This design comes from an exercise in tuning for small area, a short achievable clock period and few clock cycles per item on the open sky130 flow, not from production work. The RTL was checked by simulation tests, not by an equivalence proof against the original design. Power is estimated from default activity; no workload was simulated.

Setup of JK:
## button_gesture_matcher
module button_gesture_matcher (
    input  logic                            i_clk,
    input  logic                            i_rst_n,
    input  logic                            i_in_valid,
    output logic                            o_in_stall,
    input  logic [35:0]                     i_in_item,
    output logic                            o_out_valid,
    input  logic                            i_out_stall,
    output logic [11:0]                     o_out_item,
    input  logic                            i_cfg_we,
    input  logic [bgm_pkg::CFG_IDX_W-1:0]   i_cfg_index,
    input  logic [bgm_pkg::CFG_W-1:0]       i_cfg_data
);
    logic [bgm_pkg::MS_W-1:0]    r_debounce;
    logic [bgm_pkg::MS_W-1:0]    r_long_ms;
    logic [bgm_pkg::COUNT_W-1:0] r_count;
    logic [bgm_pkg::TABLE_W-1:0] r_table;
    logic                        r_table_set;
    logic                        r_long_zero;
    logic [bgm_pkg::TIME_W-1:0]  r_sample_time;
    logic [16:0]                 r_limit;
    logic                        r_fix;
    logic [3:0]                  r_sampled;
    logic [3:0]                  r_prev;
    logic [3:0]                  r_en;
    logic [3:0]                  r_hi_zero;
    logic [3:0]                  r_lo_ge;
    logic                        r_s_valid;
    logic [11:0]                 r_head;
    logic [11:0]                 r_tail;
  ...
export LEC_CHECK = 0
export ABC_AREA = 1
export CAP_MARGIN = 20
export CORE_MARGIN = 2
export CORE_UTILIZATION = 60
export CTS_BUF_LIST = sky130_fd_sc_hd__clkbuf_8
export CTS_CLUSTER_DIAMETER = 60
export CTS_CLUSTER_SIZE = 15
export SETUP_SLACK_MARGIN = 3.3
export SLEW_MARGIN = 20
create_clock -name core_clock -period 5.7 [get_ports {i_clk}]
standard.sh (not shown) runs the stock make flow with config.mk's settings and CLKGATE_MAP_FILE= SYNTH_SCRIPT=/design/flow/synth_recipe.tcl, a recipe that flattens the netlist after the stock synthesis.
==> flow/flow/run.sh <==
#!/bin/bash
# Layout flow: the standard flow's own layout (standard.sh) with two changes:
#  - no full/half adder cells in synthesis (ADDER_MAP_FILE empty), so abc
#    maps the carry logic as plain gates;
#  - port buffers are buf_2 cells instead of the default delay buffers.
# Everything else (synthesis script, floorplan, power grid, placement, CTS,
# routing) is the standard flow. make's full output goes to flow_make.log.
set -euo pipefail
bash standard.sh ADDER_MAP_FILE= "BUFFER_PORTS_ARGS=-buffer_cell sky130_fd_sc_hd__buf_2" finish > flow_make.log 2>&1
Testbench counts of JK, summed over its fixed seeds: cycles 24,016, items 24,000.
For MS, these inputs were changed with respect to JK:
--- a/flow/design.v
+++ b/flow/design.v
@@ -62,41 +62,42 @@
     } t_in_item;
     typedef struct packed {
         logic [MODES_W-1:0] button_modes;
         logic               matched;
         logic [IDX_W-1:0]   match_index;
     } t_out_item;
 endpackage
 module bgm_lane (
     input  logic                        i_clk,
+    input  logic                        i_step,       
     input  logic                        i_rising,     
     input  logic [bgm_pkg::TIME_W-1:0]  i_now,
     input  logic [bgm_pkg::MS_W-1:0]    i_long_ms,
     output logic                        o_en,         
     output logic                        o_hi_zero,    
     output logic                        o_lo_ge       
 );
     logic [bgm_pkg::TIME_W-1:0] r_stamp;
     logic [15:0] w_x, w_y, w_z, w_p, w_q;
     logic        w_borrow, w_c16;
     assign w_x = i_now[15:0];
     assign w_y = ~r_stamp[15:0];
     assign w_z = ~i_long_ms;
-    assign w_p = (w_x ^ w_z) ^ w_y;
-    assign w_q = (w_x & w_z) | ((w_x | w_z) & w_y);
+    assign w_p = w_x ^ w_y ^ w_z;
+    assign w_q = (w_x & w_y) | (w_x & w_z) | (w_y & w_z);
     assign w_c16 = bgm_pkg::cout16({w_p[15:1] & w_q[14:0], 1'b1},
                                    {w_p[15:1] | w_q[14:0], 1'b1}, 1'b0);
     assign w_borrow = !bgm_pkg::ge16(i_now[15:0], r_stamp[15:0]);
     assign o_hi_zero = bgm_pkg::hz16(i_now[31:16], r_stamp[31:16], w_borrow);
     assign o_lo_ge   = w_borrow ? (w_q[15] | w_c16) : (w_q[15] & w_c16);
     assign o_en      = !i_rising && (r_stamp != '0);
     always_ff @(posedge i_clk) begin
-        if (i_rising) r_stamp <= i_now;
+        if (i_step && i_rising) r_stamp <= i_now;
     end
 endmodule
 module bgm_merge (
     input  logic [3:0]                     i_fall,     
     input  logic [3:0]                     i_held,     
     input  logic [3:0]                     i_long,
     input  logic [bgm_pkg::TABLE_W-1:0]    i_table,
     input  logic [7:0]                     i_scan,     
     output logic                           o_matched,
@@ -199,37 +200,38 @@
     assign w_borrow   = !bgm_pkg::ge16(w_now[15:0], r_sample_time[15:0]);
     assign w_hi_zero  = bgm_pkg::hz16(w_now[31:16], r_sample_time[31:16], w_borrow);
     assign w_c2       = bgm_pkg::ge16(w_now[15:0], r_limit[15:0]);
     assign w_lo_gt    = w_borrow ? (!r_limit[16] || w_c2) : (!r_limit[16] && w_c2);
     assign w_resample = !w_hi_zero || w_lo_gt;
     assign w_limit_a  = r_fix ? r_sample_time[15:0] : w_now[15:0];
     assign w_limit_b  = r_debounce;
     assign w_deb_write = i_cfg_we && (i_cfg_index == bgm_pkg::REG_DEBOUNCE);
     always_ff @(posedge i_clk) begin
-        if (!i_rst_n || (w_accept && w_resample))
-            r_sample_time <= i_rst_n ? w_now : '0;
-        if (!i_rst_n || (w_accept && w_resample) || r_fix)
-            r_limit <= i_rst_n ? ({1'b0, w_limit_a} + {1'b0, w_limit_b} + 17'd1)
-                               : 17'(bgm_pkg::DEBOUNCE_RST) + 17'd1;
-    end
-    always_ff @(posedge i_clk) begin
         if (!i_rst_n) begin
+            r_sample_time <= '0;
+            r_limit       <= 17'(bgm_pkg::DEBOUNCE_RST) + 17'd1;
             r_sampled     <= '0;
             r_prev        <= '0;
-        end else if (w_accept) begin
-            r_sampled <= w_resample ? w_pins : r_sampled;
-            r_prev    <= r_sampled;
+        end else begin
+            if (w_accept && w_resample) r_sample_time <= w_now;
+            if ((w_accept && w_resample) || r_fix)
+                r_limit <= {1'b0, w_limit_a} + {1'b0, w_limit_b} + 17'd1;
+            if (w_accept) begin
+                r_sampled <= w_resample ? w_pins : r_sampled;
+                r_prev    <= r_sampled;
+            end
         end
     end
     assign w_rising = r_sampled & ~r_prev;
     for (genvar b = 0; b < 4; b++) begin : g_lane
         bgm_lane u_lane (
             .i_clk     (i_clk),
+            .i_step    (w_accept),
             .i_rising  (w_rising[b]),
             .i_now     (w_now),
             .i_long_ms (r_long_ms),
             .o_en      (w_en[b]),
             .o_hi_zero (w_hi_zero_l[b]),
             .o_lo_ge   (w_lo_ge_l[b])
         );
     end
     always_ff @(posedge i_clk) begin
==> run summary <==
- Going from JK to MS, internal power summed over all cells decreased by 0.77% relative to the old numbers, largest vdd supply drop moved up.
- Count of placed standard cells in the final layout, fillers left out (lower): JK
- JK → MS: clock tree buffer count of the final layout up 5; total number of placement rows up 1.5%; area growth from synthesis to layout up 2.8 points; setup slack down 0.073 ns; utilization up 1.6 points.
- MS vs JK: power down
- In the tables for JK and MS, number of vias per cell after detailed routing reads lower with MS.
- Going from JK to MS, synthesized cell count grew by more than 10%.
Testbench counts of MS, summed over its fixed seeds: cycles 24,016, items 24,000.

---

Starting RTL as in the previous note.
==> module button_gesture_matcher, before the edit <==
module button_gesture_matcher (
    input  logic                            i_clk,
    input  logic                            i_rst_n,
    input  logic                            i_in_valid,
    output logic                            o_in_stall,
    input  logic [35:0]                     i_in_item,
    output logic                            o_out_valid,
    input  logic                            i_out_stall,
    output logic [11:0]                     o_out_item,
    input  logic                            i_cfg_we,
    input  logic [bgm_pkg::CFG_IDX_W-1:0]   i_cfg_index,
    input  logic [bgm_pkg::CFG_W-1:0]       i_cfg_data
);
    logic [bgm_pkg::MS_W-1:0]    r_debounce;
    logic [bgm_pkg::MS_W-1:0]    r_long_ms;
    logic [bgm_pkg::COUNT_W-1:0] r_count;
    logic [bgm_pkg::TABLE_W-1:0] r_table;
    logic                        r_table_set;
    logic                        r_long_zero;
    logic [bgm_pkg::TIME_W-1:0]  r_sample_time;
    logic [16:0]                 r_limit;
    logic                        r_fix;
    logic [3:0]                  r_sampled;
    logic [3:0]                  r_prev;
    logic [3:0]                  r_en;
    logic [3:0]                  r_hi_zero;
    logic [3:0]                  r_lo_ge;
    logic                        r_s_valid;
    logic [11:0]                 r_head;
    logic [11:0]                 r_tail;
    logic                        r_head_valid;
    logic                        r_tail_valid;
    logic                        r_stall;
    logic [bgm_pkg::TIME_W-1:0]  w_now;
    logic [3:0]                  w_pins;
    logic                        w_accept;
    logic                        w_take;
    logic                        w_push;
    logic                        w_head_free;
    logic                        w_borrow;
    logic                        w_hi_zero;
    logic                        w_c2;
    logic                        w_lo_gt;
    logic                        w_resample;
    logic [3:0]                  w_rising;
    logic [3:0]                  w_en;
    logic [3:0]                  w_hi_zero_l;
    logic [3:0]                  w_lo_ge_l;
    logic [3:0]                  w_long;
    logic [7:0]                  w_scan;
    logic [7:0]                  w_modes;
    logic                        w_matched;
    logic [bgm_pkg::IDX_W-1:0]   w_index;
    logic [11:0]                 w_result;
    logic                        w_deb_write;
    logic                        n_s_valid;
    logic                        n_head_valid;
    logic                        n_tail_valid;
    logic [15:0]                 w_limit_a;
    logic [15:0]                 w_limit_b;
    assign w_now  = i_in_item[35:4];
    assign w_pins = i_in_item[3:0];
    assign o_in_stall  = r_stall;
    assign w_accept    = i_in_valid && !r_stall;
    assign w_take      = r_head_valid && !i_out_stall;
    assign w_push      = r_s_valid && (!r_tail_valid || w_take);
    assign w_head_free = !r_head_valid || (w_take && !r_tail_valid);
    assign o_out_valid = r_head_valid;
    assign o_out_item  = r_head;
    assign w_borrow   = !bgm_pkg::ge16(w_now[15:0], r_sample_time[15:0]);
    assign w_hi_zero  = bgm_pkg::hz16(w_now[31:16], r_sample_time[31:16], w_borrow);
    assign w_c2       = bgm_pkg::ge16(w_now[15:0], r_limit[15:0]);
    assign w_lo_gt    = w_borrow ? (!r_limit[16] || w_c2) : (!r_limit[16] && w_c2);
    assign w_resample = !w_hi_zero || w_lo_gt;
    assign w_limit_a  = r_fix ? r_sample_time[15:0] : w_now[15:0];
    assign w_limit_b  = r_debounce;
    assign w_deb_write = i_cfg_we && (i_cfg_index == bgm_pkg::REG_DEBOUNCE);
    always_ff @(posedge i_clk) begin
        if (!i_rst_n || (w_accept && w_resample))
            r_sample_time <= i_rst_n ? w_now : '0;
        if (!i_rst_n || (w_accept && w_resample) || r_fix)
            r_limit <= i_rst_n ? ({1'b0, w_limit_a} + {1'b0, w_limit_b} + 17'd1)
                               : 17'(bgm_pkg::DEBOUNCE_RST) + 17'd1;
    end
    always_ff @(posedge i_clk) begin
        if (!i_rst_n) begin
            r_sampled     <= '0;
            r_prev        <= '0;
        end else if (w_accept) begin
            r_sampled <= w_resample ? w_pins : r_sampled;
            r_prev    <= r_sampled;
        end
    end
    assign w_rising = r_sampled & ~r_prev;
    for (genvar b = 0; b < 4; b++) begin : g_lane
        bgm_lane u_lane (
            .i_clk     (i_clk),
            .i_rising  (w_rising[b]),
            .i_now     (w_now),
            .i_long_ms (r_long_ms),
            .o_en      (w_en[b]),
            .o_hi_zero (w_hi_zero_l[b]),
            .o_lo_ge   (w_lo_ge_l[b])
        );
    end
    always_ff @(posedge i_clk) begin
        if (w_accept) begin
            r_en      <= w_en;
            r_hi_zero <= w_hi_zero_l;
            r_lo_ge   <= w_lo_ge_l;
        end
    end
    assign w_long = {4{r_long_zero}} | (r_en & (~r_hi_zero | r_lo_ge));
    for (genvar e = 0; e < 8; e++) begin : g_scan
        assign w_scan[e] = r_table_set &&
                           (r_count[3] || (bgm_pkg::COUNT_W'(e) < r_count));
    end
    for (genvar b = 0; b < 4; b++) begin : g_mode
        assign w_modes[2*b +: 2] = {r_sampled[b] ^ r_prev[b], r_prev[b]};
    end
    bgm_merge u_merge (
        .i_fall    (r_prev & ~r_sampled),
        .i_held    (r_prev &  r_sampled),
        .i_long    (w_long),
        .i_table   (r_table),
        .i_scan    (w_scan),
        .o_matched (w_matched),
        .o_index   (w_index)
    );
    assign w_result = {w_modes, w_matched, w_index};
    assign n_s_valid    = w_accept || (r_s_valid && !w_push);
    assign n_head_valid = w_push || !w_head_free;
    assign n_tail_valid = (w_take && r_tail_valid) ? w_push :
                          (w_head_free ? 1'b0 : (r_tail_valid || w_push));
    always_ff @(posedge i_clk) begin
        if (!i_rst_n) begin
            r_s_valid    <= 1'b0;
            r_head_valid <= 1'b0;
            r_tail_valid <= 1'b0;
            r_fix        <= 1'b0;
            r_stall      <= 1'b0;
        end else begin
            r_s_valid    <= n_s_valid;
            r_head_valid <= n_head_valid;
            r_tail_valid <= n_tail_valid;
            r_fix        <= w_deb_write;
            r_stall      <= (n_s_valid && n_head_valid && n_tail_valid) || w_deb_write;
        end
    end
    always_ff @(posedge i_clk) begin
        if (w_take && r_tail_valid) r_head <= r_tail;
        else if (w_head_free && w_push) r_head <= w_result;
        if (w_push && !w_head_free) r_tail <= w_result;
    end
    always_ff @(posedge i_clk) begin
        if (!i_rst_n) begin
            r_debounce  <= bgm_pkg::DEBOUNCE_RST;
            r_long_ms   <= bgm_pkg::LONG_MS_RST;
            r_long_zero <= 1'b0;
            r_count     <= bgm_pkg::COUNT_RST;
            r_table_set <= 1'b0;
        end else if (i_cfg_we) begin
            case (i_cfg_index)
                bgm_pkg::REG_DEBOUNCE: r_debounce <= i_cfg_data[bgm_pkg::MS_W-1:0];
                bgm_pkg::REG_LONG_MS: begin
                    r_long_ms   <= i_cfg_data[bgm_pkg::MS_W-1:0];
                    r_long_zero <= (i_cfg_data[bgm_pkg::MS_W-1:0] == '0);
                end
                bgm_pkg::REG_COUNT:    r_count     <= i_cfg_data[bgm_pkg::COUNT_W-1:0];
                default:               r_table_set <= 1'b1;
            endcase
        end
    end
    always_ff @(posedge i_clk) begin
        if (i_cfg_we && i_cfg_index == bgm_pkg::REG_TABLE) r_table <= i_cfg_data;
    end
endmodule
==> flow/config.mk <==
export PLATFORM = sky130hd
export DESIGN_NAME = button_gesture_matcher
export DESIGN_NICKNAME = button_gesture_matcher
export VERILOG_FILES = /design/flow/design.v
export SDC_FILE = /design/flow/constraint.sdc
export NUM_CORES = 4
export LEC_CHECK = 0
export ABC_AREA = 1
export CAP_MARGIN = 20
export CORE_MARGIN = 2
export CORE_UTILIZATION = 65
export CTS_BUF_LIST = sky130_fd_sc_hd__clkbuf_8
export CTS_CLUSTER_DIAMETER = 60
export CTS_CLUSTER_SIZE = 15
export PLACE_DENSITY = 0.7
export SETUP_SLACK_MARGIN = 3.3
export SLEW_MARGIN = 20
==> flow/constraint.sdc <==
create_clock -name core_clock -period 5.7 [get_ports {i_clk}]
set_input_delay 1.1400 -clock core_clock [delete_from_list [all_inputs] [get_ports {i_clk}]]
set_output_delay 1.1400 -clock core_clock [all_outputs]
set_load 0.01 [all_outputs]
Scripts as last shown in full above: flow/flow/run.sh
Testbench counts at the start, summed over its fixed seeds: cycles 24,016, items 24,000.
Change:
--- a/flow/design.v
+++ b/flow/design.v
@@ -154,20 +154,16 @@
     logic [3:0]                  r_en;
     logic [3:0]                  r_hi_zero;
     logic [3:0]                  r_lo_ge;
     logic                        r_s_valid;
     logic [11:0]                 r_head;
-    logic [11:0]                 r_tail;
     logic                        r_head_valid;
-    logic                        r_tail_valid;
-    logic                        r_stall;
     logic [bgm_pkg::TIME_W-1:0]  w_now;
     logic [3:0]                  w_pins;
     logic                        w_accept;
     logic                        w_take;
     logic                        w_push;
-    logic                        w_head_free;
     logic                        w_borrow;
     logic                        w_hi_zero;
     logic                        w_c2;
     logic                        w_lo_gt;
     logic                        w_resample;
@@ -182,20 +178,18 @@
     logic [bgm_pkg::IDX_W-1:0]   w_index;
     logic [11:0]                 w_result;
     logic                        w_deb_write;
     logic                        n_s_valid;
     logic                        n_head_valid;
-    logic                        n_tail_valid;
     logic [15:0]                 w_limit_a;
     logic [15:0]                 w_limit_b;
     assign w_now  = i_in_item[35:4];
     assign w_pins = i_in_item[3:0];
-    assign o_in_stall  = r_stall;
-    assign w_accept    = i_in_valid && !r_stall;
     assign w_take      = r_head_valid && !i_out_stall;
-    assign w_push      = r_s_valid && (!r_tail_valid || w_take);
-    assign w_head_free = !r_head_valid || (w_take && !r_tail_valid);
+    assign w_push      = r_s_valid && (!r_head_valid || w_take);
+    assign o_in_stall  = (r_s_valid && r_head_valid && i_out_stall) || r_fix;
+    assign w_accept    = i_in_valid && !o_in_stall;
     assign o_out_valid = r_head_valid;
     assign o_out_item  = r_head;
     assign w_borrow   = !bgm_pkg::ge16(w_now[15:0], r_sample_time[15:0]);
     assign w_hi_zero  = bgm_pkg::hz16(w_now[31:16], r_sample_time[31:16], w_borrow);
     assign w_c2       = bgm_pkg::ge16(w_now[15:0], r_limit[15:0]);
@@ -256,32 +250,24 @@
         .o_matched (w_matched),
         .o_index   (w_index)
     );
     assign w_result = {w_modes, w_matched, w_index};
     assign n_s_valid    = w_accept || (r_s_valid && !w_push);
-    assign n_head_valid = w_push || !w_head_free;
-    assign n_tail_valid = (w_take && r_tail_valid) ? w_push :
-                          (w_head_free ? 1'b0 : (r_tail_valid || w_push));
+    assign n_head_valid = w_push || (r_head_valid && !w_take);
     always_ff @(posedge i_clk) begin
         if (!i_rst_n) begin
             r_s_valid    <= 1'b0;
             r_head_valid <= 1'b0;
-            r_tail_valid <= 1'b0;
             r_fix        <= 1'b0;
-            r_stall      <= 1'b0;
         end else begin
             r_s_valid    <= n_s_valid;
             r_head_valid <= n_head_valid;
-            r_tail_valid <= n_tail_valid;
             r_fix        <= w_deb_write;
-            r_stall      <= (n_s_valid && n_head_valid && n_tail_valid) || w_deb_write;
-        end
-    end
-    always_ff @(posedge i_clk) begin
-        if (w_take && r_tail_valid) r_head <= r_tail;
-        else if (w_head_free && w_push) r_head <= w_result;
-        if (w_push && !w_head_free) r_tail <= w_result;
+        end
+    end
+    always_ff @(posedge i_clk) begin
+        if (w_push) r_head <= w_result;
     end
     always_ff @(posedge i_clk) begin
         if (!i_rst_n) begin
             r_debounce  <= bgm_pkg::DEBOUNCE_RST;
             r_long_ms   <= bgm_pkg::LONG_MS_RST;
Result:
- total power came out lower by 7.2%
- setup slack is worse by 0.21 ns
- synthesized area came out lower by 2.3%
- count of clock-buffer cells in the layout came out lower by 6
- via count came out lower by 4.8%
- wire length came out lower by 6.0%
- maximum frequency came out lower by 7.7%
- combinational power came out lower by about 5%
- critical path depth came out lower by 6
Testbench counts after the change, summed over its fixed seeds: cycles 24,016, items 24,000.

separate check: timing with driven ports:
Ports are ideal in the flow. The routed layouts listed here were re-timed in OpenROAD.
Step 1: set_driving_cell puts a clkbuf_16 on i_clk and a buf_2 on each other input, an assumption about the parent block.
Step 2 moves the port delays by t, midway between the first and last clock arrival at a register: inputs arrive t later, outputs are due t later. That takes back most of the time a late clock gives input paths.
Three values: ideal, step 1, step 2; two values: the first two.
| run | t, ns | slack for setup (ns) | slew at the worst register clock pin (ns) |
|---|---|---|---|
| JK | 0.674 | 3.212 / 3.163 / 2.489 | 0.10 / 0.10 |
| MS | 0.660 | 3.139 / 3.114 / 2.454 | 0.11 / 0.11 |
| the first run of note 2 | 0.606 | 3.187 / 3.148 / 2.542 | 0.11 / 0.11 |
| the second run of note 2 | 0.677 | 2.979 / 2.926 / 2.472 | 0.11 / 0.11 |
After both steps every run listed still meets setup and hold. The setup slack of JK, which loses most, moves by -0.049 ns with the drivers and by -0.723 ns with both steps.
